From an optimization exercise on the open Yosys and OpenROAD flow, aimed at small area, a short achievable clock period and few clock cycles per item; shortcuts taken in it are not production practice.
RTL that was checked went through simulation tests only; none was proved equivalent to the original.
No functional check of the RTL was part of run 2.
Power and IR drop assume default switching activity.

==> flow/design.v <==
`default_nettype none
package axf_pkg;
        localparam int COORD_W   = 16;                   
        localparam int DATA_W    = 32;
        localparam int ADDR_W    = 6;
        localparam int CTRL_BITS = 3;
        localparam logic [5:0] ADDR_CONTROL = 6'h00;
        localparam logic [5:0] ADDR_STATUS  = 6'h04;
        localparam logic [5:0] ADDR_A       = 6'h08;
        localparam logic [5:0] ADDR_B       = 6'h0C;
        localparam logic [5:0] ADDR_D       = 6'h10;
        localparam logic [5:0] ADDR_E       = 6'h14;
        localparam logic [5:0] ADDR_TX      = 6'h18;
        localparam logic [5:0] ADDR_TY      = 6'h1C;
        localparam logic [5:0] ADDR_XIN     = 6'h20;
        localparam logic [5:0] ADDR_YIN     = 6'h24;
        localparam logic [5:0] ADDR_XOUT    = 6'h28;
        localparam logic [5:0] ADDR_YOUT    = 6'h2C;
endpackage
`default_nettype wire
`default_nettype none
module axf_regfile (
        input  logic        clk,
        input  logic        rst_n,
        input  logic [5:0]  address_i,
        input  logic [31:0] data_in_i,
        input  logic [1:0]  data_write_n_i,
        output logic [15:0] a_o, b_o, d_o, e_o, tx_o, ty_o, x_o, y_o,
        output logic [7:0]  set_o,           
        output logic [7:0]  wr_sel_o,        
        output logic [15:0] wr_val_o,        
        output logic [2:0]  ctrl_o,
        output logic        start_o
);
        logic        write_en;
        logic [15:0] wr_val;
        logic [7:0]  wr_sel;
        logic [15:0] a_q, b_q, d_q, e_q, tx_q, ty_q, x_q, y_q;
        logic [7:0]  set_q;
        logic [2:0]  ctrl_q;
        assign write_en = (data_write_n_i != 2'b11);
        assign wr_val   = data_in_i[15:0];
        always_comb begin
                wr_sel = '0;
                if (write_en) begin
                        case (address_i)
                                axf_pkg::ADDR_A:   wr_sel[0] = 1'b1;
                                axf_pkg::ADDR_B:   wr_sel[1] = 1'b1;
                                axf_pkg::ADDR_D:   wr_sel[2] = 1'b1;
                                axf_pkg::ADDR_E:   wr_sel[3] = 1'b1;
                                axf_pkg::ADDR_TX:  wr_sel[4] = 1'b1;
                                axf_pkg::ADDR_TY:  wr_sel[5] = 1'b1;
                                axf_pkg::ADDR_XIN: wr_sel[6] = 1'b1;
                                axf_pkg::ADDR_YIN: wr_sel[7] = 1'b1;
                                default: ;
                        endcase
                end
        end
        always_ff @(posedge clk) begin
                if (wr_sel[0]) a_q  <= wr_val;
                if (wr_sel[1]) b_q  <= wr_val;
                if (wr_sel[2]) d_q  <= wr_val;
                if (wr_sel[3]) e_q  <= wr_val;
                if (wr_sel[4]) tx_q <= wr_val;
                if (wr_sel[5]) ty_q <= wr_val;
                if (wr_sel[6]) x_q  <= wr_val;
                if (wr_sel[7]) y_q  <= wr_val;
        end
        always_ff @(posedge clk or negedge rst_n) begin
                if (!rst_n) begin
                        set_q  <= '0;
                        ctrl_q <= '0;
                end else begin
                        set_q <= set_q | wr_sel;
                        if (write_en && address_i == axf_pkg::ADDR_CONTROL)
                                ctrl_q <= data_in_i[2:0];
                end
        end
        assign start_o = write_en && (address_i == axf_pkg::ADDR_CONTROL) && data_in_i[0];
        assign a_o = a_q;  assign b_o = b_q;  assign d_o = d_q;  assign e_o = e_q;
        assign tx_o = tx_q; assign ty_o = ty_q; assign x_o = x_q; assign y_o = y_q;
        assign set_o    = set_q;
        assign wr_sel_o = wr_sel;
        assign wr_val_o = wr_val;
        assign ctrl_o   = ctrl_q;
endmodule
`default_nettype wire
`default_nettype none
module axf_engine (
        input  logic        clk,
        input  logic        rst_n,
        input  logic        start_i,
        input  logic [7:0]  wr_sel_i,        
        input  logic [15:0] wr_val_i,
        input  logic [15:0] a_i, b_i, d_i, e_i, tx_i, ty_i, x_i, y_i,
        input  logic [7:0]  set_i,           
        output logic        busy_o,
        output logic [15:0] res_x_o,
        output logic [15:0] res_y_o
);
        logic        op_sx_q, op_sy_q, op_x_q, op_y_q;
        logic        op_sx_d, op_sy_d, op_x_d, op_y_d;
        logic [15:0] opc_q, opv_q;               
        logic        k_tx_q, k_ty_q;             
        logic        sx_stale_q, sy_stale_q;     
        logic        sx_stale_d, sy_stale_d;
        logic [15:0] sx_q, sy_q;
        logic        busy_q, need_x_q;           
        logic        busy_d, need_x_d;
        logic [15:0] res_x_q, res_y_q;
        logic        wr_by, wr_dx, run;
        logic [7:0]  set_d;
        logic [15:0] c_reg, v_reg, opc_d, opv_d, op_k, mac_p;
        logic        c_new, v_new;
        assign wr_by = wr_sel_i[1] | wr_sel_i[7] | wr_sel_i[4];
        assign wr_dx = wr_sel_i[2] | wr_sel_i[6] | wr_sel_i[5];
        assign sx_stale_d = wr_by || (sx_stale_q && !op_sx_q);
        assign sy_stale_d = wr_dx || (sy_stale_q && !op_sy_q);
        assign busy_d     = busy_q ? !op_y_q : start_i;
        assign need_x_d   = busy_q ? (need_x_q && !op_x_q) : start_i;
        assign set_d      = set_i | wr_sel_i;
        assign run     = busy_d && !sx_stale_d && !sy_stale_d;
        assign op_sx_d = sx_stale_d;
        assign op_sy_d = !sx_stale_d && sy_stale_d;
        assign op_x_d  = run && need_x_d;
        assign op_y_d  = run && !need_x_d;
        assign c_reg = ({16{op_sx_d && set_d[1]}} & b_i) | ({16{op_sy_d && set_d[2]}} & d_i)
                     | ({16{op_x_d  && set_d[0]}} & a_i) | ({16{op_y_d  && set_d[3]}} & e_i);
        assign c_new = (op_sx_d && wr_sel_i[1]) || (op_sy_d && wr_sel_i[2])
                     || (op_x_d && wr_sel_i[0]) || (op_y_d && wr_sel_i[3]);
        assign opc_d = c_new ? wr_val_i : c_reg;
        assign v_reg = ({16{(op_sx_d || op_y_d) && set_d[7]}} & y_i)
                     | ({16{(op_sy_d || op_x_d) && set_d[6]}} & x_i);
        assign v_new = ((op_sx_d || op_y_d) && wr_sel_i[7]) || ((op_sy_d || op_x_d) && wr_sel_i[6]);
        assign opv_d = v_new ? wr_val_i : v_reg;
        always_ff @(posedge clk) begin
                opc_q <= opc_d;
                opv_q <= opv_d;
        end
        always_ff @(posedge clk or negedge rst_n) begin
                if (!rst_n) begin
                        op_sx_q    <= 1'b0;
                        op_sy_q    <= 1'b0;
                        op_x_q     <= 1'b0;
                        op_y_q     <= 1'b0;
                        k_tx_q     <= 1'b0;
                        k_ty_q     <= 1'b0;
                        sx_stale_q <= 1'b1;
                        sy_stale_q <= 1'b1;
                        busy_q     <= 1'b0;
                        need_x_q   <= 1'b0;
                end else begin
                        op_sx_q    <= op_sx_d;
                        op_sy_q    <= op_sy_d;
                        op_x_q     <= op_x_d;
                        op_y_q     <= op_y_d;
                        k_tx_q     <= op_sx_d && set_d[4];
                        k_ty_q     <= op_sy_d && set_d[5];
                        sx_stale_q <= sx_stale_d;
                        sy_stale_q <= sy_stale_d;
                        busy_q     <= busy_d;
                        need_x_q   <= need_x_d;
                end
        end
        assign op_k = ({16{k_tx_q}} & tx_i) | ({16{k_ty_q}} & ty_i)
                    | ({16{op_x_q}} & sx_q) | ({16{op_y_q}} & sy_q);
        axf_mac mac_inst (
                .c      (opc_q),
                .v      (opv_q),
                .k1     (op_k),
                .p      (mac_p)
        );
        always_ff @(posedge clk) begin
                if (op_sx_q) sx_q <= mac_p;
                if (op_sy_q) sy_q <= mac_p;
                if (op_x_q)  res_x_q <= mac_p;
                if (op_y_q)  res_y_q <= mac_p;
        end
        assign busy_o  = busy_q;
        assign res_x_o = res_x_q;
        assign res_y_o = res_y_q;
endmodule
`default_nettype wire
`default_nettype none
module axf_mac (
        input  wire [15:0] c,
        input  wire [15:0] v,
        input  wire [15:0] k1,
        output wire [15:0] p
);
wire t_1 = (c[0] & v[12]) ^ (c[1] & v[11]);
wire t_2 = (c[0] & v[12]) & (c[1] & v[11]);
wire t_3 = (c[0] & v[13]) ^ (c[1] & v[12]) ^ (c[2] & v[11]);
wire t_4 = ((c[0] & v[13]) & (c[1] & v[12])) | ((c[0] & v[13]) & (c[2] & v[11])) | ((c[1] & v[12]) & (c[2] & v[11]));
wire t_5 = (c[3] & v[10]) ^ (c[4] & v[9]);
wire t_6 = (c[3] & v[10]) & (c[4] & v[9]);
wire t_7 = (c[0] & v[14]) ^ (c[1] & v[13]) ^ (c[2] & v[12]);
wire t_8 = ((c[0] & v[14]) & (c[1] & v[13])) | ((c[0] & v[14]) & (c[2] & v[12])) | ((c[1] & v[13]) & (c[2] & v[12]));
wire t_9 = (c[3] & v[11]) ^ (c[4] & v[10]) ^ (c[5] & v[9]);
wire t_10 = ((c[3] & v[11]) & (c[4] & v[10])) | ((c[3] & v[11]) & (c[5] & v[9])) | ((c[4] & v[10]) & (c[5] & v[9]));
wire t_11 = (c[6] & v[8]) ^ (c[7] & v[7]);
wire t_12 = (c[6] & v[8]) & (c[7] & v[7]);
wire t_13 = ~(c[0] & v[15]) ^ (c[1] & v[14]) ^ (c[2] & v[13]);
wire t_14 = (~(c[0] & v[15]) & (c[1] & v[14])) | (~(c[0] & v[15]) & (c[2] & v[13])) | ((c[1] & v[14]) & (c[2] & v[13]));
wire t_15 = (c[3] & v[12]) ^ (c[4] & v[11]) ^ (c[5] & v[10]);
wire t_16 = ((c[3] & v[12]) & (c[4] & v[11])) | ((c[3] & v[12]) & (c[5] & v[10])) | ((c[4] & v[11]) & (c[5] & v[10]));
wire t_17 = (c[6] & v[9]) ^ (c[7] & v[8]) ^ (c[8] & v[7]);
wire t_18 = ((c[6] & v[9]) & (c[7] & v[8])) | ((c[6] & v[9]) & (c[8] & v[7])) | ((c[7] & v[8]) & (c[8] & v[7]));
wire t_19 = (c[9] & v[6]) ^ (c[10] & v[5]);
wire t_20 = (c[9] & v[6]) & (c[10] & v[5]);
wire t_21 = 1'b1 ^ ~(c[1] & v[15]) ^ (c[2] & v[14]);
wire t_22 = (1'b1 & ~(c[1] & v[15])) | (1'b1 & (c[2] & v[14])) | (~(c[1] & v[15]) & (c[2] & v[14]));
wire t_23 = (c[3] & v[13]) ^ (c[4] & v[12]) ^ (c[5] & v[11]);
wire t_24 = ((c[3] & v[13]) & (c[4] & v[12])) | ((c[3] & v[13]) & (c[5] & v[11])) | ((c[4] & v[12]) & (c[5] & v[11]));
wire t_25 = (c[6] & v[10]) ^ (c[7] & v[9]) ^ (c[8] & v[8]);
wire t_26 = ((c[6] & v[10]) & (c[7] & v[9])) | ((c[6] & v[10]) & (c[8] & v[8])) | ((c[7] & v[9]) & (c[8] & v[8]));
wire t_27 = (c[9] & v[7]) ^ (c[10] & v[6]) ^ (c[11] & v[5]);
wire t_28 = ((c[9] & v[7]) & (c[10] & v[6])) | ((c[9] & v[7]) & (c[11] & v[5])) | ((c[10] & v[6]) & (c[11] & v[5]));
wire t_29 = ~(c[2] & v[15]) ^ (c[3] & v[14]) ^ (c[4] & v[13]);
wire t_30 = (~(c[2] & v[15]) & (c[3] & v[14])) | (~(c[2] & v[15]) & (c[4] & v[13])) | ((c[3] & v[14]) & (c[4] & v[13]));
wire t_31 = (c[5] & v[12]) ^ (c[6] & v[11]) ^ (c[7] & v[10]);
wire t_32 = ((c[5] & v[12]) & (c[6] & v[11])) | ((c[5] & v[12]) & (c[7] & v[10])) | ((c[6] & v[11]) & (c[7] & v[10]));
wire t_33 = (c[8] & v[9]) ^ (c[9] & v[8]) ^ (c[10] & v[7]);
wire t_34 = ((c[8] & v[9]) & (c[9] & v[8])) | ((c[8] & v[9]) & (c[10] & v[7])) | ((c[9] & v[8]) & (c[10] & v[7]));
wire t_35 = ~(c[3] & v[15]) ^ (c[4] & v[14]) ^ (c[5] & v[13]);
wire t_36 = (~(c[3] & v[15]) & (c[4] & v[14])) | (~(c[3] & v[15]) & (c[5] & v[13])) | ((c[4] & v[14]) & (c[5] & v[13]));
wire t_37 = (c[6] & v[12]) ^ (c[7] & v[11]) ^ (c[8] & v[10]);
wire t_38 = ((c[6] & v[12]) & (c[7] & v[11])) | ((c[6] & v[12]) & (c[8] & v[10])) | ((c[7] & v[11]) & (c[8] & v[10]));
wire t_39 = ~(c[4] & v[15]) ^ (c[5] & v[14]) ^ (c[6] & v[13]);
wire t_40 = (~(c[4] & v[15]) & (c[5] & v[14])) | (~(c[4] & v[15]) & (c[6] & v[13])) | ((c[5] & v[14]) & (c[6] & v[13]));
wire t_41 = (c[0] & v[8]) ^ (c[1] & v[7]);
wire t_42 = (c[0] & v[8]) & (c[1] & v[7]);
wire t_43 = (c[0] & v[9]) ^ (c[1] & v[8]) ^ (c[2] & v[7]);
wire t_44 = ((c[0] & v[9]) & (c[1] & v[8])) | ((c[0] & v[9]) & (c[2] & v[7])) | ((c[1] & v[8]) & (c[2] & v[7]));
wire t_45 = (c[3] & v[6]) ^ (c[4] & v[5]);
wire t_46 = (c[3] & v[6]) & (c[4] & v[5]);
wire t_47 = (c[0] & v[10]) ^ (c[1] & v[9]) ^ (c[2] & v[8]);
wire t_48 = ((c[0] & v[10]) & (c[1] & v[9])) | ((c[0] & v[10]) & (c[2] & v[8])) | ((c[1] & v[9]) & (c[2] & v[8]));
wire t_49 = (c[3] & v[7]) ^ (c[4] & v[6]) ^ (c[5] & v[5]);
wire t_50 = ((c[3] & v[7]) & (c[4] & v[6])) | ((c[3] & v[7]) & (c[5] & v[5])) | ((c[4] & v[6]) & (c[5] & v[5]));
wire t_51 = (c[6] & v[4]) ^ (c[7] & v[3]);
wire t_52 = (c[6] & v[4]) & (c[7] & v[3]);
wire t_53 = (c[0] & v[11]) ^ (c[1] & v[10]) ^ (c[2] & v[9]);
wire t_54 = ((c[0] & v[11]) & (c[1] & v[10])) | ((c[0] & v[11]) & (c[2] & v[9])) | ((c[1] & v[10]) & (c[2] & v[9]));
wire t_55 = (c[3] & v[8]) ^ (c[4] & v[7]) ^ (c[5] & v[6]);
wire t_56 = ((c[3] & v[8]) & (c[4] & v[7])) | ((c[3] & v[8]) & (c[5] & v[6])) | ((c[4] & v[7]) & (c[5] & v[6]));
wire t_57 = (c[6] & v[5]) ^ (c[7] & v[4]) ^ (c[8] & v[3]);
wire t_58 = ((c[6] & v[5]) & (c[7] & v[4])) | ((c[6] & v[5]) & (c[8] & v[3])) | ((c[7] & v[4]) & (c[8] & v[3]));
wire t_59 = (c[9] & v[2]) ^ (c[10] & v[1]);
wire t_60 = (c[9] & v[2]) & (c[10] & v[1]);
wire t_61 = (c[2] & v[10]) ^ (c[3] & v[9]) ^ (c[4] & v[8]);
wire t_62 = ((c[2] & v[10]) & (c[3] & v[9])) | ((c[2] & v[10]) & (c[4] & v[8])) | ((c[3] & v[9]) & (c[4] & v[8]));
wire t_63 = (c[5] & v[7]) ^ (c[6] & v[6]) ^ (c[7] & v[5]);
wire t_64 = ((c[5] & v[7]) & (c[6] & v[6])) | ((c[5] & v[7]) & (c[7] & v[5])) | ((c[6] & v[6]) & (c[7] & v[5]));
wire t_65 = (c[8] & v[4]) ^ (c[9] & v[3]) ^ (c[10] & v[2]);
wire t_66 = ((c[8] & v[4]) & (c[9] & v[3])) | ((c[8] & v[4]) & (c[10] & v[2])) | ((c[9] & v[3]) & (c[10] & v[2]));
wire t_67 = (c[11] & v[1]) ^ (c[12] & v[0]) ^ t_1;
wire t_68 = ((c[11] & v[1]) & (c[12] & v[0])) | ((c[11] & v[1]) & t_1) | ((c[12] & v[0]) & t_1);
wire t_69 = (c[5] & v[8]) ^ (c[6] & v[7]) ^ (c[7] & v[6]);
wire t_70 = ((c[5] & v[8]) & (c[6] & v[7])) | ((c[5] & v[8]) & (c[7] & v[6])) | ((c[6] & v[7]) & (c[7] & v[6]));
wire t_71 = (c[8] & v[5]) ^ (c[9] & v[4]) ^ (c[10] & v[3]);
wire t_72 = ((c[8] & v[5]) & (c[9] & v[4])) | ((c[8] & v[5]) & (c[10] & v[3])) | ((c[9] & v[4]) & (c[10] & v[3]));
wire t_73 = (c[11] & v[2]) ^ (c[12] & v[1]) ^ (c[13] & v[0]);
wire t_74 = ((c[11] & v[2]) & (c[12] & v[1])) | ((c[11] & v[2]) & (c[13] & v[0])) | ((c[12] & v[1]) & (c[13] & v[0]));
wire t_75 = t_2 ^ t_5 ^ t_3;
wire t_76 = (t_2 & t_5) | (t_2 & t_3) | (t_5 & t_3);
wire t_77 = (c[8] & v[6]) ^ (c[9] & v[5]) ^ (c[10] & v[4]);
wire t_78 = ((c[8] & v[6]) & (c[9] & v[5])) | ((c[8] & v[6]) & (c[10] & v[4])) | ((c[9] & v[5]) & (c[10] & v[4]));
wire t_79 = (c[11] & v[3]) ^ (c[12] & v[2]) ^ (c[13] & v[1]);
wire t_80 = ((c[11] & v[3]) & (c[12] & v[2])) | ((c[11] & v[3]) & (c[13] & v[1])) | ((c[12] & v[2]) & (c[13] & v[1]));
wire t_81 = (c[14] & v[0]) ^ t_6 ^ t_11;
wire t_82 = ((c[14] & v[0]) & t_6) | ((c[14] & v[0]) & t_11) | (t_6 & t_11);
wire t_83 = t_4 ^ t_7 ^ t_9;
wire t_84 = (t_4 & t_7) | (t_4 & t_9) | (t_7 & t_9);
wire t_85 = (c[11] & v[4]) ^ (c[12] & v[3]) ^ (c[13] & v[2]);
wire t_86 = ((c[11] & v[4]) & (c[12] & v[3])) | ((c[11] & v[4]) & (c[13] & v[2])) | ((c[12] & v[3]) & (c[13] & v[2]));
wire t_87 = (c[14] & v[1]) ^ ~(c[15] & v[0]) ^ t_12;
wire t_88 = ((c[14] & v[1]) & ~(c[15] & v[0])) | ((c[14] & v[1]) & t_12) | (~(c[15] & v[0]) & t_12);
wire t_89 = t_19 ^ t_8 ^ t_10;
wire t_90 = (t_19 & t_8) | (t_19 & t_10) | (t_8 & t_10);
wire t_91 = t_13 ^ t_15 ^ t_17;
wire t_92 = (t_13 & t_15) | (t_13 & t_17) | (t_15 & t_17);
wire t_93 = (c[12] & v[4]) ^ (c[13] & v[3]) ^ (c[14] & v[2]);
wire t_94 = ((c[12] & v[4]) & (c[13] & v[3])) | ((c[12] & v[4]) & (c[14] & v[2])) | ((c[13] & v[3]) & (c[14] & v[2]));
wire t_95 = ~(c[15] & v[1]) ^ t_20 ^ t_14;
wire t_96 = (~(c[15] & v[1]) & t_20) | (~(c[15] & v[1]) & t_14) | (t_20 & t_14);
wire t_97 = t_16 ^ t_18 ^ t_21;
wire t_98 = (t_16 & t_18) | (t_16 & t_21) | (t_18 & t_21);
wire t_99 = t_23 ^ t_25 ^ t_27;
wire t_100 = (t_23 & t_25) | (t_23 & t_27) | (t_25 & t_27);
wire t_101 = (c[11] & v[6]) ^ (c[12] & v[5]) ^ (c[13] & v[4]);
wire t_102 = ((c[11] & v[6]) & (c[12] & v[5])) | ((c[11] & v[6]) & (c[13] & v[4])) | ((c[12] & v[5]) & (c[13] & v[4]));
wire t_103 = (c[14] & v[3]) ^ ~(c[15] & v[2]) ^ t_22;
wire t_104 = ((c[14] & v[3]) & ~(c[15] & v[2])) | ((c[14] & v[3]) & t_22) | (~(c[15] & v[2]) & t_22);
wire t_105 = t_24 ^ t_26 ^ t_28;
wire t_106 = (t_24 & t_26) | (t_24 & t_28) | (t_26 & t_28);
wire t_107 = t_29 ^ t_31 ^ t_33;
wire t_108 = (t_29 & t_31) | (t_29 & t_33) | (t_31 & t_33);
wire t_109 = (c[9] & v[9]) ^ (c[10] & v[8]) ^ (c[11] & v[7]);
wire t_110 = ((c[9] & v[9]) & (c[10] & v[8])) | ((c[9] & v[9]) & (c[11] & v[7])) | ((c[10] & v[8]) & (c[11] & v[7]));
wire t_111 = (c[12] & v[6]) ^ (c[13] & v[5]) ^ (c[14] & v[4]);
wire t_112 = ((c[12] & v[6]) & (c[13] & v[5])) | ((c[12] & v[6]) & (c[14] & v[4])) | ((c[13] & v[5]) & (c[14] & v[4]));
wire t_113 = ~(c[15] & v[3]) ^ t_30 ^ t_32;
wire t_114 = (~(c[15] & v[3]) & t_30) | (~(c[15] & v[3]) & t_32) | (t_30 & t_32);
wire t_115 = t_34 ^ t_35 ^ t_37;
wire t_116 = (t_34 & t_35) | (t_34 & t_37) | (t_35 & t_37);
wire t_117 = (c[7] & v[12]) ^ (c[8] & v[11]) ^ (c[9] & v[10]);
wire t_118 = ((c[7] & v[12]) & (c[8] & v[11])) | ((c[7] & v[12]) & (c[9] & v[10])) | ((c[8] & v[11]) & (c[9] & v[10]));
wire t_119 = (c[10] & v[9]) ^ (c[11] & v[8]) ^ (c[12] & v[7]);
wire t_120 = ((c[10] & v[9]) & (c[11] & v[8])) | ((c[10] & v[9]) & (c[12] & v[7])) | ((c[11] & v[8]) & (c[12] & v[7]));
wire t_121 = (c[13] & v[6]) ^ (c[14] & v[5]) ^ ~(c[15] & v[4]);
wire t_122 = ((c[13] & v[6]) & (c[14] & v[5])) | ((c[13] & v[6]) & ~(c[15] & v[4])) | ((c[14] & v[5]) & ~(c[15] & v[4]));
wire t_123 = t_36 ^ t_38 ^ t_39;
wire t_124 = (t_36 & t_38) | (t_36 & t_39) | (t_38 & t_39);
wire t_125 = ~(c[5] & v[15]) ^ (c[6] & v[14]) ^ (c[7] & v[13]);
wire t_126 = (~(c[5] & v[15]) & (c[6] & v[14])) | (~(c[5] & v[15]) & (c[7] & v[13])) | ((c[6] & v[14]) & (c[7] & v[13]));
wire t_127 = (c[8] & v[12]) ^ (c[9] & v[11]) ^ (c[10] & v[10]);
wire t_128 = ((c[8] & v[12]) & (c[9] & v[11])) | ((c[8] & v[12]) & (c[10] & v[10])) | ((c[9] & v[11]) & (c[10] & v[10]));
wire t_129 = (c[11] & v[9]) ^ (c[12] & v[8]) ^ (c[13] & v[7]);
wire t_130 = ((c[11] & v[9]) & (c[12] & v[8])) | ((c[11] & v[9]) & (c[13] & v[7])) | ((c[12] & v[8]) & (c[13] & v[7]));
wire t_131 = (c[14] & v[6]) ^ ~(c[15] & v[5]) ^ t_40;
wire t_132 = ((c[14] & v[6]) & ~(c[15] & v[5])) | ((c[14] & v[6]) & t_40) | (~(c[15] & v[5]) & t_40);
wire t_133 = ~(c[6] & v[15]) ^ (c[7] & v[14]) ^ (c[8] & v[13]);
wire t_134 = (~(c[6] & v[15]) & (c[7] & v[14])) | (~(c[6] & v[15]) & (c[8] & v[13])) | ((c[7] & v[14]) & (c[8] & v[13]));
wire t_135 = (c[9] & v[12]) ^ (c[10] & v[11]) ^ (c[11] & v[10]);
wire t_136 = ((c[9] & v[12]) & (c[10] & v[11])) | ((c[9] & v[12]) & (c[11] & v[10])) | ((c[10] & v[11]) & (c[11] & v[10]));
wire t_137 = (c[12] & v[9]) ^ (c[13] & v[8]) ^ (c[14] & v[7]);
wire t_138 = ((c[12] & v[9]) & (c[13] & v[8])) | ((c[12] & v[9]) & (c[14] & v[7])) | ((c[13] & v[8]) & (c[14] & v[7]));
wire t_139 = ~(c[7] & v[15]) ^ (c[8] & v[14]) ^ (c[9] & v[13]);
wire t_140 = (~(c[7] & v[15]) & (c[8] & v[14])) | (~(c[7] & v[15]) & (c[9] & v[13])) | ((c[8] & v[14]) & (c[9] & v[13]));
wire t_141 = (c[10] & v[12]) ^ (c[11] & v[11]) ^ (c[12] & v[10]);
wire t_142 = ((c[10] & v[12]) & (c[11] & v[11])) | ((c[10] & v[12]) & (c[12] & v[10])) | ((c[11] & v[11]) & (c[12] & v[10]));
wire t_143 = ~(c[8] & v[15]) ^ (c[9] & v[14]) ^ (c[10] & v[13]);
wire t_144 = (~(c[8] & v[15]) & (c[9] & v[14])) | (~(c[8] & v[15]) & (c[10] & v[13])) | ((c[9] & v[14]) & (c[10] & v[13]));
wire t_145 = (c[0] & v[6]) ^ (c[1] & v[5]);
wire t_146 = (c[0] & v[6]) & (c[1] & v[5]);
wire t_147 = (c[0] & v[7]) ^ (c[1] & v[6]) ^ (c[2] & v[5]);
wire t_148 = ((c[0] & v[7]) & (c[1] & v[6])) | ((c[0] & v[7]) & (c[2] & v[5])) | ((c[1] & v[6]) & (c[2] & v[5]));
wire t_149 = (c[3] & v[4]) ^ (c[4] & v[3]);
wire t_150 = (c[3] & v[4]) & (c[4] & v[3]);
wire t_151 = (c[2] & v[6]) ^ (c[3] & v[5]) ^ (c[4] & v[4]);
wire t_152 = ((c[2] & v[6]) & (c[3] & v[5])) | ((c[2] & v[6]) & (c[4] & v[4])) | ((c[3] & v[5]) & (c[4] & v[4]));
wire t_153 = (c[5] & v[3]) ^ (c[6] & v[2]) ^ (c[7] & v[1]);
wire t_154 = ((c[5] & v[3]) & (c[6] & v[2])) | ((c[5] & v[3]) & (c[7] & v[1])) | ((c[6] & v[2]) & (c[7] & v[1]));
wire t_155 = (c[8] & v[0]) ^ t_41;
wire t_156 = (c[8] & v[0]) & t_41;
wire t_157 = (c[5] & v[4]) ^ (c[6] & v[3]) ^ (c[7] & v[2]);
wire t_158 = ((c[5] & v[4]) & (c[6] & v[3])) | ((c[5] & v[4]) & (c[7] & v[2])) | ((c[6] & v[3]) & (c[7] & v[2]));
wire t_159 = (c[8] & v[1]) ^ (c[9] & v[0]) ^ t_42;
wire t_160 = ((c[8] & v[1]) & (c[9] & v[0])) | ((c[8] & v[1]) & t_42) | ((c[9] & v[0]) & t_42);
wire t_161 = t_45 ^ t_43 ^ k1[1];
wire t_162 = (t_45 & t_43) | (t_45 & k1[1]) | (t_43 & k1[1]);
wire t_163 = (c[8] & v[2]) ^ (c[9] & v[1]) ^ (c[10] & v[0]);
wire t_164 = ((c[8] & v[2]) & (c[9] & v[1])) | ((c[8] & v[2]) & (c[10] & v[0])) | ((c[9] & v[1]) & (c[10] & v[0]));
wire t_165 = t_46 ^ t_51 ^ t_44;
wire t_166 = (t_46 & t_51) | (t_46 & t_44) | (t_51 & t_44);
wire t_167 = t_47 ^ t_49 ^ k1[2];
wire t_168 = (t_47 & t_49) | (t_47 & k1[2]) | (t_49 & k1[2]);
wire t_169 = (c[11] & v[0]) ^ t_52 ^ t_59;
wire t_170 = ((c[11] & v[0]) & t_52) | ((c[11] & v[0]) & t_59) | (t_52 & t_59);
wire t_171 = t_48 ^ t_50 ^ t_53;
wire t_172 = (t_48 & t_50) | (t_48 & t_53) | (t_50 & t_53);
wire t_173 = t_55 ^ t_57 ^ k1[3];
wire t_174 = (t_55 & t_57) | (t_55 & k1[3]) | (t_57 & k1[3]);
wire t_175 = t_60 ^ t_54 ^ t_56;
wire t_176 = (t_60 & t_54) | (t_60 & t_56) | (t_54 & t_56);
wire t_177 = t_58 ^ t_61 ^ t_63;
wire t_178 = (t_58 & t_61) | (t_58 & t_63) | (t_61 & t_63);
wire t_179 = t_65 ^ t_67 ^ k1[4];
wire t_180 = (t_65 & t_67) | (t_65 & k1[4]) | (t_67 & k1[4]);
wire t_181 = t_62 ^ t_64 ^ t_66;
wire t_182 = (t_62 & t_64) | (t_62 & t_66) | (t_64 & t_66);
wire t_183 = t_69 ^ t_71 ^ t_73;
wire t_184 = (t_69 & t_71) | (t_69 & t_73) | (t_71 & t_73);
wire t_185 = t_68 ^ k1[5] ^ t_75;
wire t_186 = (t_68 & k1[5]) | (t_68 & t_75) | (k1[5] & t_75);
wire t_187 = t_70 ^ t_72 ^ t_74;
wire t_188 = (t_70 & t_72) | (t_70 & t_74) | (t_72 & t_74);
wire t_189 = t_77 ^ t_79 ^ t_81;
wire t_190 = (t_77 & t_79) | (t_77 & t_81) | (t_79 & t_81);
wire t_191 = t_76 ^ k1[6] ^ t_83;
wire t_192 = (t_76 & k1[6]) | (t_76 & t_83) | (k1[6] & t_83);
wire t_193 = t_78 ^ t_80 ^ t_85;
wire t_194 = (t_78 & t_80) | (t_78 & t_85) | (t_80 & t_85);
wire t_195 = t_87 ^ t_82 ^ t_89;
wire t_196 = (t_87 & t_82) | (t_87 & t_89) | (t_82 & t_89);
wire t_197 = t_84 ^ k1[7] ^ t_91;
wire t_198 = (t_84 & k1[7]) | (t_84 & t_91) | (k1[7] & t_91);
wire t_199 = t_86 ^ t_93 ^ t_88;
wire t_200 = (t_86 & t_93) | (t_86 & t_88) | (t_93 & t_88);
wire t_201 = t_90 ^ t_95 ^ t_92;
wire t_202 = (t_90 & t_95) | (t_90 & t_92) | (t_95 & t_92);
wire t_203 = k1[8] ^ t_97 ^ t_99;
wire t_204 = (k1[8] & t_97) | (k1[8] & t_99) | (t_97 & t_99);
wire t_205 = t_94 ^ t_101 ^ t_96;
wire t_206 = (t_94 & t_101) | (t_94 & t_96) | (t_101 & t_96);
wire t_207 = t_103 ^ t_105 ^ t_98;
wire t_208 = (t_103 & t_105) | (t_103 & t_98) | (t_105 & t_98);
wire t_209 = t_100 ^ k1[9] ^ t_107;
wire t_210 = (t_100 & k1[9]) | (t_100 & t_107) | (k1[9] & t_107);
wire t_211 = t_102 ^ t_109 ^ t_111;
wire t_212 = (t_102 & t_109) | (t_102 & t_111) | (t_109 & t_111);
wire t_213 = t_104 ^ t_106 ^ t_113;
wire t_214 = (t_104 & t_106) | (t_104 & t_113) | (t_106 & t_113);
wire t_215 = t_108 ^ k1[10] ^ t_115;
wire t_216 = (t_108 & k1[10]) | (t_108 & t_115) | (k1[10] & t_115);
wire t_217 = t_110 ^ t_112 ^ t_117;
wire t_218 = (t_110 & t_112) | (t_110 & t_117) | (t_112 & t_117);
wire t_219 = t_119 ^ t_121 ^ t_114;
wire t_220 = (t_119 & t_121) | (t_119 & t_114) | (t_121 & t_114);
wire t_221 = t_116 ^ k1[11] ^ t_123;
wire t_222 = (t_116 & k1[11]) | (t_116 & t_123) | (k1[11] & t_123);
wire t_223 = t_118 ^ t_120 ^ t_122;
wire t_224 = (t_118 & t_120) | (t_118 & t_122) | (t_120 & t_122);
wire t_225 = t_125 ^ t_127 ^ t_129;
wire t_226 = (t_125 & t_127) | (t_125 & t_129) | (t_127 & t_129);
wire t_227 = t_131 ^ t_124 ^ k1[12];
wire t_228 = (t_131 & t_124) | (t_131 & k1[12]) | (t_124 & k1[12]);
wire t_229 = ~(c[15] & v[6]) ^ t_126 ^ t_128;
wire t_230 = (~(c[15] & v[6]) & t_126) | (~(c[15] & v[6]) & t_128) | (t_126 & t_128);
wire t_231 = t_130 ^ t_133 ^ t_135;
wire t_232 = (t_130 & t_133) | (t_130 & t_135) | (t_133 & t_135);
wire t_233 = t_137 ^ t_132 ^ k1[13];
wire t_234 = (t_137 & t_132) | (t_137 & k1[13]) | (t_132 & k1[13]);
wire t_235 = (c[13] & v[9]) ^ (c[14] & v[8]) ^ ~(c[15] & v[7]);
wire t_236 = ((c[13] & v[9]) & (c[14] & v[8])) | ((c[13] & v[9]) & ~(c[15] & v[7])) | ((c[14] & v[8]) & ~(c[15] & v[7]));
wire t_237 = t_134 ^ t_136 ^ t_138;
wire t_238 = (t_134 & t_136) | (t_134 & t_138) | (t_136 & t_138);
wire t_239 = t_139 ^ t_141 ^ k1[14];
wire t_240 = (t_139 & t_141) | (t_139 & k1[14]) | (t_141 & k1[14]);
wire t_241 = (c[11] & v[12]) ^ (c[12] & v[11]) ^ (c[13] & v[10]);
wire t_242 = ((c[11] & v[12]) & (c[12] & v[11])) | ((c[11] & v[12]) & (c[13] & v[10])) | ((c[12] & v[11]) & (c[13] & v[10]));
wire t_243 = (c[14] & v[9]) ^ ~(c[15] & v[8]) ^ t_140;
wire t_244 = ((c[14] & v[9]) & ~(c[15] & v[8])) | ((c[14] & v[9]) & t_140) | (~(c[15] & v[8]) & t_140);
wire t_245 = t_142 ^ t_143 ^ k1[15];
wire t_246 = (t_142 & t_143) | (t_142 & k1[15]) | (t_143 & k1[15]);
wire t_247 = (c[0] & v[4]) ^ (c[1] & v[3]);
wire t_248 = (c[0] & v[4]) & (c[1] & v[3]);
wire t_249 = (c[0] & v[5]) ^ (c[1] & v[4]) ^ (c[2] & v[3]);
wire t_250 = ((c[0] & v[5]) & (c[1] & v[4])) | ((c[0] & v[5]) & (c[2] & v[3])) | ((c[1] & v[4]) & (c[2] & v[3]));
wire t_251 = (c[3] & v[2]) ^ (c[4] & v[1]);
wire t_252 = (c[3] & v[2]) & (c[4] & v[1]);
wire t_253 = (c[2] & v[4]) ^ (c[3] & v[3]) ^ (c[4] & v[2]);
wire t_254 = ((c[2] & v[4]) & (c[3] & v[3])) | ((c[2] & v[4]) & (c[4] & v[2])) | ((c[3] & v[3]) & (c[4] & v[2]));
wire t_255 = (c[5] & v[1]) ^ (c[6] & v[0]) ^ t_145;
wire t_256 = ((c[5] & v[1]) & (c[6] & v[0])) | ((c[5] & v[1]) & t_145) | ((c[6] & v[0]) & t_145);
wire t_257 = (c[5] & v[2]) ^ (c[6] & v[1]) ^ (c[7] & v[0]);
wire t_258 = ((c[5] & v[2]) & (c[6] & v[1])) | ((c[5] & v[2]) & (c[7] & v[0])) | ((c[6] & v[1]) & (c[7] & v[0]));
wire t_259 = t_146 ^ t_149 ^ t_147;
wire t_260 = (t_146 & t_149) | (t_146 & t_147) | (t_149 & t_147);
wire t_261 = t_150 ^ t_148 ^ t_151;
wire t_262 = (t_150 & t_148) | (t_150 & t_151) | (t_148 & t_151);
wire t_263 = t_153 ^ t_155 ^ k1[0];
wire t_264 = (t_153 & t_155) | (t_153 & k1[0]) | (t_155 & k1[0]);
wire t_265 = t_152 ^ t_154 ^ t_157;
wire t_266 = (t_152 & t_154) | (t_152 & t_157) | (t_154 & t_157);
wire t_267 = t_156 ^ t_159 ^ t_161;
wire t_268 = (t_156 & t_159) | (t_156 & t_161) | (t_159 & t_161);
wire t_269 = t_158 ^ t_163 ^ t_160;
wire t_270 = (t_158 & t_163) | (t_158 & t_160) | (t_163 & t_160);
wire t_271 = t_165 ^ t_162 ^ t_167;
wire t_272 = (t_165 & t_162) | (t_165 & t_167) | (t_162 & t_167);
wire t_273 = t_164 ^ t_169 ^ t_166;
wire t_274 = (t_164 & t_169) | (t_164 & t_166) | (t_169 & t_166);
wire t_275 = t_171 ^ t_168 ^ t_173;
wire t_276 = (t_171 & t_168) | (t_171 & t_173) | (t_168 & t_173);
wire t_277 = t_170 ^ t_175 ^ t_172;
wire t_278 = (t_170 & t_175) | (t_170 & t_172) | (t_175 & t_172);
wire t_279 = t_177 ^ t_174 ^ t_179;
wire t_280 = (t_177 & t_174) | (t_177 & t_179) | (t_174 & t_179);
wire t_281 = t_176 ^ t_181 ^ t_178;
wire t_282 = (t_176 & t_181) | (t_176 & t_178) | (t_181 & t_178);
wire t_283 = t_183 ^ t_180 ^ t_185;
wire t_284 = (t_183 & t_180) | (t_183 & t_185) | (t_180 & t_185);
wire t_285 = t_182 ^ t_187 ^ t_184;
wire t_286 = (t_182 & t_187) | (t_182 & t_184) | (t_187 & t_184);
wire t_287 = t_189 ^ t_186 ^ t_191;
wire t_288 = (t_189 & t_186) | (t_189 & t_191) | (t_186 & t_191);
wire t_289 = t_188 ^ t_193 ^ t_190;
wire t_290 = (t_188 & t_193) | (t_188 & t_190) | (t_193 & t_190);
wire t_291 = t_195 ^ t_192 ^ t_197;
wire t_292 = (t_195 & t_192) | (t_195 & t_197) | (t_192 & t_197);
wire t_293 = t_194 ^ t_199 ^ t_196;
wire t_294 = (t_194 & t_199) | (t_194 & t_196) | (t_199 & t_196);
wire t_295 = t_198 ^ t_201 ^ t_203;
wire t_296 = (t_198 & t_201) | (t_198 & t_203) | (t_201 & t_203);
wire t_297 = t_200 ^ t_205 ^ t_202;
wire t_298 = (t_200 & t_205) | (t_200 & t_202) | (t_205 & t_202);
wire t_299 = t_204 ^ t_207 ^ t_209;
wire t_300 = (t_204 & t_207) | (t_204 & t_209) | (t_207 & t_209);
wire t_301 = t_211 ^ t_206 ^ t_208;
wire t_302 = (t_211 & t_206) | (t_211 & t_208) | (t_206 & t_208);
wire t_303 = t_213 ^ t_210 ^ t_215;
wire t_304 = (t_213 & t_210) | (t_213 & t_215) | (t_210 & t_215);
wire t_305 = t_212 ^ t_217 ^ t_219;
wire t_306 = (t_212 & t_217) | (t_212 & t_219) | (t_217 & t_219);
wire t_307 = t_214 ^ t_216 ^ t_221;
wire t_308 = (t_214 & t_216) | (t_214 & t_221) | (t_216 & t_221);
wire t_309 = t_223 ^ t_218 ^ t_225;
wire t_310 = (t_223 & t_218) | (t_223 & t_225) | (t_218 & t_225);
wire t_311 = t_220 ^ t_222 ^ t_227;
wire t_312 = (t_220 & t_222) | (t_220 & t_227) | (t_222 & t_227);
wire t_313 = t_224 ^ t_229 ^ t_226;
wire t_314 = (t_224 & t_229) | (t_224 & t_226) | (t_229 & t_226);
wire t_315 = t_231 ^ t_228 ^ t_233;
wire t_316 = (t_231 & t_228) | (t_231 & t_233) | (t_228 & t_233);
wire t_317 = t_235 ^ t_230 ^ t_237;
wire t_318 = (t_235 & t_230) | (t_235 & t_237) | (t_230 & t_237);
wire t_319 = t_232 ^ t_234 ^ t_239;
wire t_320 = (t_232 & t_234) | (t_232 & t_239) | (t_234 & t_239);
wire t_321 = t_236 ^ t_241 ^ t_238;
wire t_322 = (t_236 & t_241) | (t_236 & t_238) | (t_241 & t_238);
wire t_323 = t_243 ^ t_240 ^ t_245;
wire t_324 = (t_243 & t_240) | (t_243 & t_245) | (t_240 & t_245);
wire t_325 = (c[0] & v[3]) ^ (c[1] & v[2]);
wire t_326 = (c[0] & v[3]) & (c[1] & v[2]);
wire t_327 = (c[2] & v[2]) ^ (c[3] & v[1]) ^ (c[4] & v[0]);
wire t_328 = ((c[2] & v[2]) & (c[3] & v[1])) | ((c[2] & v[2]) & (c[4] & v[0])) | ((c[3] & v[1]) & (c[4] & v[0]));
wire t_329 = (c[5] & v[0]) ^ t_248 ^ t_251;
wire t_330 = ((c[5] & v[0]) & t_248) | ((c[5] & v[0]) & t_251) | (t_248 & t_251);
wire t_331 = t_252 ^ t_250 ^ t_253;
wire t_332 = (t_252 & t_250) | (t_252 & t_253) | (t_250 & t_253);
wire t_333 = t_254 ^ t_257 ^ t_256;
wire t_334 = (t_254 & t_257) | (t_254 & t_256) | (t_257 & t_256);
wire t_335 = t_258 ^ t_260 ^ t_261;
wire t_336 = (t_258 & t_260) | (t_258 & t_261) | (t_260 & t_261);
wire t_337 = t_262 ^ t_265 ^ t_264;
wire t_338 = (t_262 & t_265) | (t_262 & t_264) | (t_265 & t_264);
wire t_339 = t_266 ^ t_269 ^ t_268;
wire t_340 = (t_266 & t_269) | (t_266 & t_268) | (t_269 & t_268);
wire t_341 = t_270 ^ t_273 ^ t_272;
wire t_342 = (t_270 & t_273) | (t_270 & t_272) | (t_273 & t_272);
wire t_343 = t_274 ^ t_277 ^ t_276;
wire t_344 = (t_274 & t_277) | (t_274 & t_276) | (t_277 & t_276);
wire t_345 = t_278 ^ t_281 ^ t_280;
wire t_346 = (t_278 & t_281) | (t_278 & t_280) | (t_281 & t_280);
wire t_347 = t_282 ^ t_285 ^ t_284;
wire t_348 = (t_282 & t_285) | (t_282 & t_284) | (t_285 & t_284);
wire t_349 = t_286 ^ t_289 ^ t_288;
wire t_350 = (t_286 & t_289) | (t_286 & t_288) | (t_289 & t_288);
wire t_351 = t_290 ^ t_293 ^ t_292;
wire t_352 = (t_290 & t_293) | (t_290 & t_292) | (t_293 & t_292);
wire t_353 = t_294 ^ t_297 ^ t_296;
wire t_354 = (t_294 & t_297) | (t_294 & t_296) | (t_297 & t_296);
wire t_355 = t_298 ^ t_301 ^ t_300;
wire t_356 = (t_298 & t_301) | (t_298 & t_300) | (t_301 & t_300);
wire t_357 = t_302 ^ t_305 ^ t_304;
wire t_358 = (t_302 & t_305) | (t_302 & t_304) | (t_305 & t_304);
wire t_359 = t_309 ^ t_306 ^ t_308;
wire t_360 = (t_309 & t_306) | (t_309 & t_308) | (t_306 & t_308);
wire t_361 = t_310 ^ t_313 ^ t_312;
wire t_362 = (t_310 & t_313) | (t_310 & t_312) | (t_313 & t_312);
wire t_363 = t_314 ^ t_317 ^ t_316;
wire t_364 = (t_314 & t_317) | (t_314 & t_316) | (t_317 & t_316);
wire t_365 = t_321 ^ t_318 ^ t_320;
wire t_366 = (t_321 & t_318) | (t_321 & t_320) | (t_318 & t_320);
wire t_367 = (c[0] & v[2]) ^ (c[1] & v[1]);
wire t_368 = (c[0] & v[2]) & (c[1] & v[1]);
wire t_369 = (c[2] & v[1]) ^ (c[3] & v[0]) ^ t_325;
wire t_370 = ((c[2] & v[1]) & (c[3] & v[0])) | ((c[2] & v[1]) & t_325) | ((c[3] & v[0]) & t_325);
wire t_371 = t_326 ^ t_247 ^ t_327;
wire t_372 = (t_326 & t_247) | (t_326 & t_327) | (t_247 & t_327);
wire t_373 = t_328 ^ t_249 ^ t_329;
wire t_374 = (t_328 & t_249) | (t_328 & t_329) | (t_249 & t_329);
wire t_375 = t_330 ^ t_255 ^ t_331;
wire t_376 = (t_330 & t_255) | (t_330 & t_331) | (t_255 & t_331);
wire t_377 = t_332 ^ t_259 ^ t_333;
wire t_378 = (t_332 & t_259) | (t_332 & t_333) | (t_259 & t_333);
wire t_379 = t_334 ^ t_263 ^ t_335;
wire t_380 = (t_334 & t_263) | (t_334 & t_335) | (t_263 & t_335);
wire t_381 = t_336 ^ t_337 ^ t_267;
wire t_382 = (t_336 & t_337) | (t_336 & t_267) | (t_337 & t_267);
wire t_383 = t_338 ^ t_271 ^ t_339;
wire t_384 = (t_338 & t_271) | (t_338 & t_339) | (t_271 & t_339);
wire t_385 = t_275 ^ t_340 ^ t_341;
wire t_386 = (t_275 & t_340) | (t_275 & t_341) | (t_340 & t_341);
wire t_387 = t_279 ^ t_342 ^ t_343;
wire t_388 = (t_279 & t_342) | (t_279 & t_343) | (t_342 & t_343);
wire t_389 = t_283 ^ t_344 ^ t_345;
wire t_390 = (t_283 & t_344) | (t_283 & t_345) | (t_344 & t_345);
wire t_391 = t_287 ^ t_346 ^ t_347;
wire t_392 = (t_287 & t_346) | (t_287 & t_347) | (t_346 & t_347);
wire t_393 = t_291 ^ t_348 ^ t_349;
wire t_394 = (t_291 & t_348) | (t_291 & t_349) | (t_348 & t_349);
wire t_395 = t_295 ^ t_350 ^ t_351;
wire t_396 = (t_295 & t_350) | (t_295 & t_351) | (t_350 & t_351);
wire t_397 = t_299 ^ t_352 ^ t_353;
wire t_398 = (t_299 & t_352) | (t_299 & t_353) | (t_352 & t_353);
wire t_399 = t_303 ^ t_354 ^ t_355;
wire t_400 = (t_303 & t_354) | (t_303 & t_355) | (t_354 & t_355);
wire t_401 = t_307 ^ t_356 ^ t_357;
wire t_402 = (t_307 & t_356) | (t_307 & t_357) | (t_356 & t_357);
wire t_403 = t_311 ^ t_358 ^ t_359;
wire t_404 = (t_311 & t_358) | (t_311 & t_359) | (t_358 & t_359);
wire t_405 = t_315 ^ t_360 ^ t_361;
wire t_406 = (t_315 & t_360) | (t_315 & t_361) | (t_360 & t_361);
wire t_407 = t_319 ^ t_362 ^ t_363;
wire t_408 = (t_319 & t_362) | (t_319 & t_363) | (t_362 & t_363);
wire t_409 = t_323 ^ t_364 ^ t_365;
wire t_410 = (t_323 & t_364) | (t_323 & t_365) | (t_364 & t_365);
wire [23:0] r0 = {t_409, t_407, t_405, t_403, t_401, t_399, t_397, t_395, t_393, t_391, t_389, t_387, t_385, t_383, t_381, t_379, t_377, t_375, t_373, t_371, t_369, (c[2] & v[0]), (c[0] & v[1]), (c[0] & v[0])};
wire [23:0] r1 = {t_408, t_406, t_404, t_402, t_400, t_398, t_396, t_394, t_392, t_390, t_388, t_386, t_384, t_382, t_380, t_378, t_376, t_374, t_372, t_370, t_368, t_367, (c[1] & v[0]), 1'b0};
wire [23:0] s = r0 + r1;
assign p = s[23:8];
endmodule
`default_nettype wire
`default_nettype none
module axf_readback (
        input  logic        clk,
        input  logic        rst_n,
        input  logic [5:0]  address_i,
        input  logic [2:0]  ctrl_i,
        input  logic        start_i,
        input  logic        busy_i,
        input  logic [15:0] res_x_i,
        input  logic [15:0] res_y_i,
        output logic [31:0] data_out_o
);
        logic done_q;
        logic done;
        logic sel_x, sel_y;
        always_ff @(posedge clk or negedge rst_n) begin
                if (!rst_n)
                        done_q <= 1'b0;
                else if (start_i && !busy_i)
                        done_q <= 1'b0;
                else if (busy_i)
                        done_q <= 1'b1;
        end
        assign done = done_q && !busy_i;
        assign sel_x = (address_i == axf_pkg::ADDR_XOUT) && done;
        assign sel_y = (address_i == axf_pkg::ADDR_YOUT) && done;
        always_comb begin
                data_out_o = '0;
                if (address_i == axf_pkg::ADDR_CONTROL)
                        data_out_o[2:0] = ctrl_i;
                if (address_i == axf_pkg::ADDR_STATUS)
                        data_out_o[1:0] = {busy_i, done};
                data_out_o = data_out_o
                           | ({32{sel_x}} & {{16{res_x_i[15]}}, res_x_i})
                           | ({32{sel_y}} & {{16{res_y_i[15]}}, res_y_i});
        end
endmodule
`default_nettype wire
`default_nettype none
module axf_top (
        input  logic        clk,
        input  logic        rst_n,
        input  logic [5:0]  address_i,
        input  logic [31:0] data_in_i,
        input  logic [1:0]  data_write_n_i,
        output logic [31:0] data_out_o
);
        logic [15:0] a, b, d, e, tx, ty, x, y;
        logic [2:0]  ctrl;
        logic [7:0]  set;
        logic [7:0]  wr_sel;
        logic [15:0] wr_val;
        logic        start;
        logic        busy;
        logic [15:0] res_x, res_y;
        axf_regfile regfile_inst (
                .clk            (clk),
                .rst_n          (rst_n),
                .address_i      (address_i),
                .data_in_i      (data_in_i),
                .data_write_n_i (data_write_n_i),
                .a_o (a), .b_o (b), .d_o (d), .e_o (e),
                .tx_o (tx), .ty_o (ty), .x_o (x), .y_o (y),
                .set_o          (set),
                .ctrl_o         (ctrl),
                .wr_sel_o       (wr_sel),
                .wr_val_o       (wr_val),
                .start_o        (start)
        );
        axf_engine engine_inst (
                .clk            (clk),
                .rst_n          (rst_n),
                .start_i        (start),
                .wr_sel_i       (wr_sel),
                .wr_val_i       (wr_val),
                .a_i (a), .b_i (b), .d_i (d), .e_i (e),
                .tx_i (tx), .ty_i (ty), .x_i (x), .y_i (y),
                .set_i          (set),
                .busy_o         (busy),
                .res_x_o        (res_x),
                .res_y_o        (res_y)
        );
        axf_readback readback_inst (
                .clk            (clk),
                .rst_n          (rst_n),
                .address_i      (address_i),
                .ctrl_i         (ctrl),
                .start_i        (start),
                .busy_i         (busy),
                .res_x_i        (res_x),
                .res_y_i        (res_y),
                .data_out_o     (data_out_o)
        );
endmodule
`default_nettype wire
==> flow/run.sh <==
#!/bin/bash
# synth_recipe.tcl (not shown) runs the flow's synth.tcl, then flattens the netlist and writes it again
# the make line also repeats each setting of config.mk as NAME=value (left out here)
make -C /OpenROAD-flow-scripts/flow DESIGN_CONFIG=/design/flow/config.mk WORK_HOME=/design/flow/orfs CLKGATE_MAP_FILE= SYNTH_SCRIPT=/design/flow/synth_recipe.tcl finish
==> flow/config.mk <==
export PLATFORM = sky130hd
export DESIGN_NAME = axf_top
export DESIGN_NICKNAME = axf_top
export VERILOG_FILES = /design/flow/design.v
export SDC_FILE = /design/flow/constraint.sdc
export NUM_CORES = 4
export LEC_CHECK = 0
export CAP_MARGIN = 20
export CORE_MARGIN = 2
export CORE_UTILIZATION = 30
export CTS_BUF_LIST = sky130_fd_sc_hd__clkbuf_16
export CTS_CLUSTER_DIAMETER = 80
export CTS_CLUSTER_SIZE = 24
export SETUP_SLACK_MARGIN = 4.65
export SLEW_MARGIN = 20
==> flow/constraint.sdc <==
create_clock -name core_clock -period 10.0 [get_ports {clk}]
set_input_delay 2.0000 -clock core_clock [delete_from_list [all_inputs] [get_ports {clk}]]
set_output_delay 2.0000 -clock core_clock [all_outputs]
set_load 0.01 [all_outputs]
==> metrics.yaml, run 1 <==
period_share_pct: 53.9
synth-adder-area-share_pct: 25.9
synth_compound_area_share_pct: 8.09
utilization_pct: 35.4
ys_warn_count: 3
antenna_found_initial: 1
start_util_pct: 30.5
critPathLaunchType: "primary input"
ioPinCount: 74
postSynthAreaPerCell_um2: 12.3
syn-num-nets: 1540
cp.arrival_ns: 3.39
syn_area_um2: 15700
gp_congestion: 0.812
total_power_w: 0.00646
clkTransAtPathRegs_ns: 0.09
ant_nets: 0
crit_path_start: "address_i[1]"
final_area_um2: 18300
worst_pin_slew_ns: 1.08
vias: 9759
crit_fanout: 8
drc: 0
rr_startpoint: "engine_inst.opv_q[13]"
grt_pass1_vias: 10252
wl_um: 38400
status: "no timing/DRC/antenna violations"
numPortBuffers: 57
grt_max_degree: 34
synth_flop_cell: "edfxtp_1"
synthSimpleGateAreaFrac_pct: 11.5
peakVddDrop_mv: 0.456
required_ns: 8.00
finalSetupViolations: 0
area_growth_pct: 16.0
fin_hold_ws_ns: 0.463
nets: 1615
grt_overflow: 0
power.static_leakage_nw: 7.31
drv_slew: 0
dr.pass1.iters: 6
grt.total_usage_pct: 14.3
wire_per_inst_um: 18.8
async_flop_share_pct: 8.94
clock.fmax_ghz: 0.185
powerDensity_nw_per_um2: 354
insertion_delay_ns: 0.50
cts_tree: "done"
hold_viol: 0
die_area_um2: 54300
synth_edf_count: 192
n_antenna_cell: 0
ys_seq_elements: 246
grt_pass1_wl_um: 59300
crit_path_end_kind: "primary output"
tns_ns: 0
synth-seq-area-share_pct: 44.2
hp-class: "reg2reg"
clk_path_buf_depth: 3
core-area_um2: 51600
cap_violations: 0
synthMuxAreaShare_pct: 1.59
die_w_um: 233
slew_headroom_pct: 27.8
synth_top_family_by_area: "adder cells"
cts-buffers-inserted: 14
drt-initial-drc-count: 597
crit_end: "data_out_o[30]"
cts_htree_levels: 1
root_buffer: "clkbuf_16"
syn_inst: 1280
cts_num_sinks: 246
drt-vias-per-instance: 4.78
skew_ns: 0.0378
crit_type: "in2out"
dp_hpwl_um: 26200
r2r-end: "engine_inst.res_y_q[14]"
reg2reg_depth: 15
layout-drive-gt1-share_pct: 18.7
die_y_um: 233
synth_xor_area_share_pct: 1.73
period_needed_ns: 5.39
synthDistinctLibCells: 63
rsz0062_at_grt: "true"
rrSetupSlack_ns: 4.63
placed_area_um2: 16900
rows: 83
-- metal layers --
layer  GRT usage [%]  vias to the layer above  wire (um)
li1                -                     4357          -
met1            19.5                     5088      16800
met2            23.8                      255      18800
met3            1.75                       59       1780
met4            4.14                        0       1020
met5               0                        -          0
-- metrics by stage --
stage	cells	setup slack, ns
5_1_grt	2043	4.43
6_report	2043	4.61
3_3_place_gp	1956	2.97
2_1_floorplan	1280	4.62
4_1_cts	2006	4.56
3_5_place_dp	1957	3.15
-- how the worst min path moves through the flow --
stage,startpoint,slack (ns),cells after the start,endpoint
2_1_floorplan,regfile_inst.set_q[0],0.42,1,regfile_inst.set_q[0]
3_3_place_gp,regfile_inst.set_q[4],0.43,1,regfile_inst.set_q[4]
3_5_place_dp,regfile_inst.set_q[0],0.43,1,regfile_inst.set_q[0]
4_1_cts,regfile_inst.set_q[0],0.46,1,regfile_inst.set_q[0]
5_1_grt,regfile_inst.set_q[4],0.47,1,regfile_inst.set_q[4]
6_report,regfile_inst.set_q[4],0.46,1,regfile_inst.set_q[4]
-- critical path: stages --
cell and delay, ns:
buf_12 0.11, or4b_4 0.57, nor2_4 0.14, buf_6 0.13, buf_6 0.12, a22o_4 0.19, buf_6 0.13
-- cells in the mapped netlist (all sizes together), types with 20 or more instances --
| master | count | share of area (%) |
|---|---|---|
| a22o | 36 | 2.0 |
| a22oi | 36 | 1.7 |
| edfxtp | 192 | 37 |
| dfrtp | 20 | 3.2 |
| fa | 180 | 23 |
| nor2 | 30 | 0.73 |
| ha | 38 | 3.0 |
| xnor2 | 23 | 1.3 |
| inv | 199 | 4.7 |
| nand2 | 119 | 2.8 |
| a21oi | 28 | 0.89 |
| clkbuf | 47 | 1.1 |
| buf | 21 | 1.0 |
| dfxtp | 32 | 4.1 |
| and2 | 138 | 5.5 |
-- cells by family after synthesis --
| kind of cell | count (synthesis) |
|---|---|
| adders and majority gates | 218 |
| and+or+nand+nor | 336 |
| buffers and inverters | 268 |
| xor gates and xnor gates | 31 |
| AOI/OAI and AO/OA | 162 |
| muxes | 19 |
| DFF | 246 |
-- power by group --
part | internal (W) | switching, W
sequential | 0.00182 | 0.000277
combinational | 0.00160 | 0.00218
clock | 0.000264 | 0.000323
-- cell usage in the layout, fill, tap and decap left out, types with 8 or more instances in the layout --
cell type / n
clkbuf_16: 14
buf_6: 22
clkdlybuf4s50_1: 18
a22oi_1: 34
fa_1: 177
buf_4: 55
nor2_1: 28
inv_2: 8
and2_1: 134
a22o_1: 35
a221o_1: 18
dfrtp_1: 20
mux2_4: 10
mux2_2: 8
dfxtp_4: 24
buf_2: 22
ha_1: 30
nand2_1: 115
a21oi_1: 22
xnor2_1: 20
inv_1: 197
edfxtp_1: 192
-- area by class of cell --
type	count	area (um2)
multi-input combinational	768	8090
clock inverter	10	63.8
fill	4952	33400
timing repair buffer	125	1080
sequential	246	7050
inverter	200	756
clock buffer	14	350
tap	680	851
-- timing repair --
item	in CTS	in global routing
buffers inserted	22	37
resized for setup	253	58
pin swaps	20	33
hold buffers	0	0
setup endpoints to repair	96	76
gates cloned	3	0
Testbench counts, summed over its fixed seeds: cycles 9,504, transforms 1,152.
==> run 2: changes to the inputs <==
--- a/flow/design.v
+++ b/flow/design.v
@@ -102,3 +102,4 @@
         logic        op_sx_d, op_sy_d, op_x_d, op_y_d;
-        logic [15:0] opc_q, opv_q;               
+        logic [3:0]  c_sel_q;                    
+        logic [1:0]  v_sel_q;                    
         logic        k_tx_q, k_ty_q;             
@@ -112,4 +113,3 @@
         logic [7:0]  set_d;
-        logic [15:0] c_reg, v_reg, opc_d, opv_d, op_k, mac_p;
-        logic        c_new, v_new;
+        logic [15:0] opc, opv, op_k, mac_p;
         assign wr_by = wr_sel_i[1] | wr_sel_i[7] | wr_sel_i[4];
@@ -126,15 +126,15 @@
         assign op_y_d  = run && !need_x_d;
-        assign c_reg = ({16{op_sx_d && set_d[1]}} & b_i) | ({16{op_sy_d && set_d[2]}} & d_i)
-                     | ({16{op_x_d  && set_d[0]}} & a_i) | ({16{op_y_d  && set_d[3]}} & e_i);
-        assign c_new = (op_sx_d && wr_sel_i[1]) || (op_sy_d && wr_sel_i[2])
-                     || (op_x_d && wr_sel_i[0]) || (op_y_d && wr_sel_i[3]);
-        assign opc_d = c_new ? wr_val_i : c_reg;
-        assign v_reg = ({16{(op_sx_d || op_y_d) && set_d[7]}} & y_i)
-                     | ({16{(op_sy_d || op_x_d) && set_d[6]}} & x_i);
-        assign v_new = ((op_sx_d || op_y_d) && wr_sel_i[7]) || ((op_sy_d || op_x_d) && wr_sel_i[6]);
-        assign opv_d = v_new ? wr_val_i : v_reg;
-        always_ff @(posedge clk) begin
-                opc_q <= opc_d;
-                opv_q <= opv_d;
+        always_ff @(posedge clk or negedge rst_n) begin
+                if (!rst_n) begin
+                        c_sel_q <= '0;
+                        v_sel_q <= '0;
+                end else begin
+                        c_sel_q <= {op_y_d && set_d[3], op_x_d && set_d[0],
+                                    op_sy_d && set_d[2], op_sx_d && set_d[1]};
+                        v_sel_q <= {(op_sy_d || op_x_d) && set_d[6], (op_sx_d || op_y_d) && set_d[7]};
+                end
         end
+        assign opc = ({16{c_sel_q[0]}} & b_i) | ({16{c_sel_q[1]}} & d_i)
+                   | ({16{c_sel_q[2]}} & a_i) | ({16{c_sel_q[3]}} & e_i);
+        assign opv = ({16{v_sel_q[0]}} & y_i) | ({16{v_sel_q[1]}} & x_i);
         always_ff @(posedge clk or negedge rst_n) begin
@@ -167,4 +167,4 @@
         axf_mac mac_inst (
-                .c      (opc_q),
-                .v      (opv_q),
+                .c      (opc),
+                .v      (opv),
                 .k1     (op_k),
--- a/flow/config.mk
+++ b/flow/config.mk
@@ -13,3 +13,3 @@
 export CTS_CLUSTER_SIZE = 24
-export SETUP_SLACK_MARGIN = 4.65
+export SETUP_SLACK_MARGIN = 4.5
 export SLEW_MARGIN = 20
==> run 2 against run 1 <==
Combinational power shrank about 10%. Final cell count is 3.1% lower. Area after synthesis fell by 6.6%. Sequential share of layout area down 1.8 points. Flip-flop and latch count fell by 26. Cell area decreased by 3.6%. Clock skew grew 0.0032 ns. Register-to-register slack got worse by 0.68 ns. Via count fell by 1.4%. Fmax is 11% lower. Hold slack worse by 0.0094 ns. Worst setup slack got worse by 0.65 ns. Critical endpoint is now engine_inst.sy_q[15]. Largest cell class unchanged. Highest routed layer unchanged.
==> metrics.yaml, run 2 <==
vias: 9625
synth_flop_cell: "edfxtp_1"
whs_path_depth: 1
root_buffer: "clkbuf_16"
synth-adder-area-share_pct: 27.8
synth_top_area_share_pct: 39.3
grt_pass1_vias: 10298
mostFrequentLayoutCells: "203 x inv_1, 192 x edfxtp_1, 167 x fa_1"
synthMuxAreaShare_pct: 0.230
crit_fanout: 8
drt-vias-per-instance: 4.86
dpl_worst_slack_ns: 3.32
ant_nets: 0
postSynthAreaPerCell_um2: 11.9
crit_type: "reg2reg"
dr.pass1.iters: 5
cpMaxStageDelayCell: "dfrtp_4"
powerDensity_nw_per_um2: 316
required_ns: 10.25
slew_headroom_pct: 44.1
hold_end: "regfile_inst.set_q[3]"
drc: 0
final_common_cell: "inv_1"
hp-class: "reg2reg"
synth_compound_area_share_pct: 8.60
hold_viol: 0
antenna_found_initial: 0
ys_seq_elements: 220
cts-buffers-inserted: 13
crit_path_end_kind: "register"
grt_pass1_wl_um: 61000
cts_htree_levels: 1
synth_edf_count: 192
period_share_pct: 60.5
cap_violations: 0
ioPinCount: 74
r2r-end: "engine_inst.sy_q[15]"
finalSetupViolations: 0
worst_pin_slew_ns: 0.839
grt.total_usage_pct: 16.1
min-delay-start: "regfile_inst.set_q[3]"
synth_top_family_by_area: "adder cells"
drv_slew: 0
synthSimpleGateAreaFrac_pct: 9.88
synth_area_leader_cell: "edfxtp_1"
insertion_delay_ns: 0.50
rows: 81
peakVddDrop_mv: 0.569
fin_hold_ws_ns: 0.453
async_flop_share_pct: 12.7
syn_inst: 1231
power.static_leakage_nw: 6.93
synthDistinctLibCells: 54
nets: 1613
die_y_um: 225
utilization_pct: 36.1
tns_ns: 0
clkTransAtPathRegs_ns: 0.09
synth_common_cells: "208 x inv_1, 192 x edfxtp_1, 181 x fa_1"
dp_hpwl_um: 28100
die_area_um2: 50700
final_area_um2: 17600
wire_per_inst_um: 20.1
ys_warn_count: 3
start_util_pct: 30.2
grt_overflow: 0
rr_startpoint: "engine_inst.c_sel_q[0]"
clock.fmax_ghz: 0.165
cts_num_sinks: 220
yosys-top-cells-area: "edfxtp_1 39%, fa_1 25%, inv_1 5.3%"
status: "no timing/DRC/antenna violations"
numPortBuffers: 57
skew_ns: 0.0409
yosysMostFrequentCell: "inv_1"
synth-seq-area-share_pct: 44.0
gp_congestion: 0.895
grt_max_degree: 34
cp.arrival_ns: 6.29
setup_ws_ns: 3.95
reg2reg_depth: 27
core-area_um2: 48600
rrSetupSlack_ns: 3.95
die_w_um: 225
layout-drive-gt1-share_pct: 21.0
syn_area_um2: 14700
synth_xor_area_share_pct: 1.90
rsz0062_at_grt: "true"
max_stage_delay_ns: 0.50
placed_area_um2: 16000
cts_tree: "done"
wl_um: 39900
crit_path_start: "engine_inst.c_sel_q[0]"
n_antenna_cell: 0
clk_path_buf_depth: 3
syn-num-nets: 1491
critPathLaunchType: "register"
crit_top_cell: "fa_1"
period_needed_ns: 6.05
area_growth_pct: 19.7
drt-initial-drc-count: 849
[run 2: cell count changes after synthesis, sizes merged, moves of 7 or more]
| cell | change |
|---|---|
| clkbuf | -12 |
| mux2 | -15 |
| a22oi | +16 |
| dfxtp | -32 |
| inv | +9 |
| or2 | +13 |
| nand2 | -18 |
| and2 | -124 |
| a221o | -16 |
| buf | +7 |
| nor2 | +126 |
| a21oi | -18 |
[run 2: how the worst max path moves through the flow]
| stage | end | cells past startpoint |
|---|---|---|
| after CTS | engine_inst.sy_q[15] | 27 |
| after global routing | engine_inst.sy_q[15] | 27 |
| final | engine_inst.sy_q[15] | 27 |
| after floorplan | engine_inst.res_x_q[13] | 27 |
| after global placement | engine_inst.res_x_q[14] | 24 |
| after detailed placement | engine_inst.res_y_q[14] | 24 |
[run 2: worst max-delay path, delay by kind of cell (launching register included)]
kind	cells	cell delay [ns]
fa+ha+maj	7	2.77
compound gates	8	1.35
buf+inv	9	0.91
flops	1	0.50
simple gates	2	0.13
xor+xnor	1	0.13
[run 2: layout make-up]
cell class | instances | area (um2)
clock inverters | 7 | 47.5
inverters | 208 | 785
clock buffers | 13 | 325
multi-input cells | 742 | 7700
well taps | 622 | 778
fillers | 4753 | 31100
flip-flops and latches | 220 | 6480
repair buffers | 168 | 1470
[run 2: report_power, final]
| group | internal (W) | switching [W] | leakage, nW |
|---|---|---|---|
| clock | 0.000244 | 0.000294 | 0.197 |
| combinational | 0.00151 | 0.00188 | 4.64 |
| sequential | 0.00153 | 0.0000949 | 2.09 |
[run 2: what timing repair did]
action	CTS	global route
endpoints found under the setup margin	92	88
gates cloned	5	1
gates resized for setup	165	54
pin swaps	68	33
setup buffers	62	13
hold buffers	0	0
[run 2: metal layers]
metal / wire [um] / vias to the layer above / global-route usage [%]
li1: - / 4249 / -
met1: 16200 / 4903 / 21.1
met2: 19000 / 397 / 26.7
met3: 3210 / 76 / 3.29
met4: 1480 / 0 / 5.02
met5: 0 / - / 0
[run 2: kinds of logic after synthesis]
| group | Yosys count |
|---|---|
| DFF | 220 |
| and+or+nand+nor | 332 |
| xor gates and xnor gates | 31 |
| buffers and inverters | 271 |
| adders and majority gates | 218 |
| muxes | 3 |
| AOI/OAI and AO/OA | 156 |
[run 2: per-stage QoR]
stage | cells | power, W
after floorplan | 1231 | 0.00338
after global placement | 1879 | 0.00409
after detailed placement | 1879 | 0.00415
after CTS | 1966 | 0.00544
after global routing | 1980 | 0.00593
final | 1980 | 0.00556

-- static timing again, ports no longer ideal --
How much do the figures lean on ideal ports? The routed layouts below were timed once more, with nothing changed but the port constraints. Step 1: set_driving_cell puts a clkbuf_16 on clk and a buf_2 on each other input, an assumption about the parent block. Step 2 also shifts input and output timing later by t, the mid clock arrival at the registers, as if the neighbouring blocks saw the same clock. Three values: no drivers, after step 1, after step 2; two values: the first two.
| run | t, ns | setup slack, ns | worst setup path at the end |
|---|---|---|---|
| run 1 | 0.534 | 4.606 / 4.553 / 4.553 | input to output |
| run 2 | 0.526 | 3.955 / 3.955 / 3.955 | register to register |
After both steps every run listed still meets setup and hold. For run 1, which loses most, drivers alone change the setup slack by -0.053 ns; drivers and shift together by -0.053 ns.
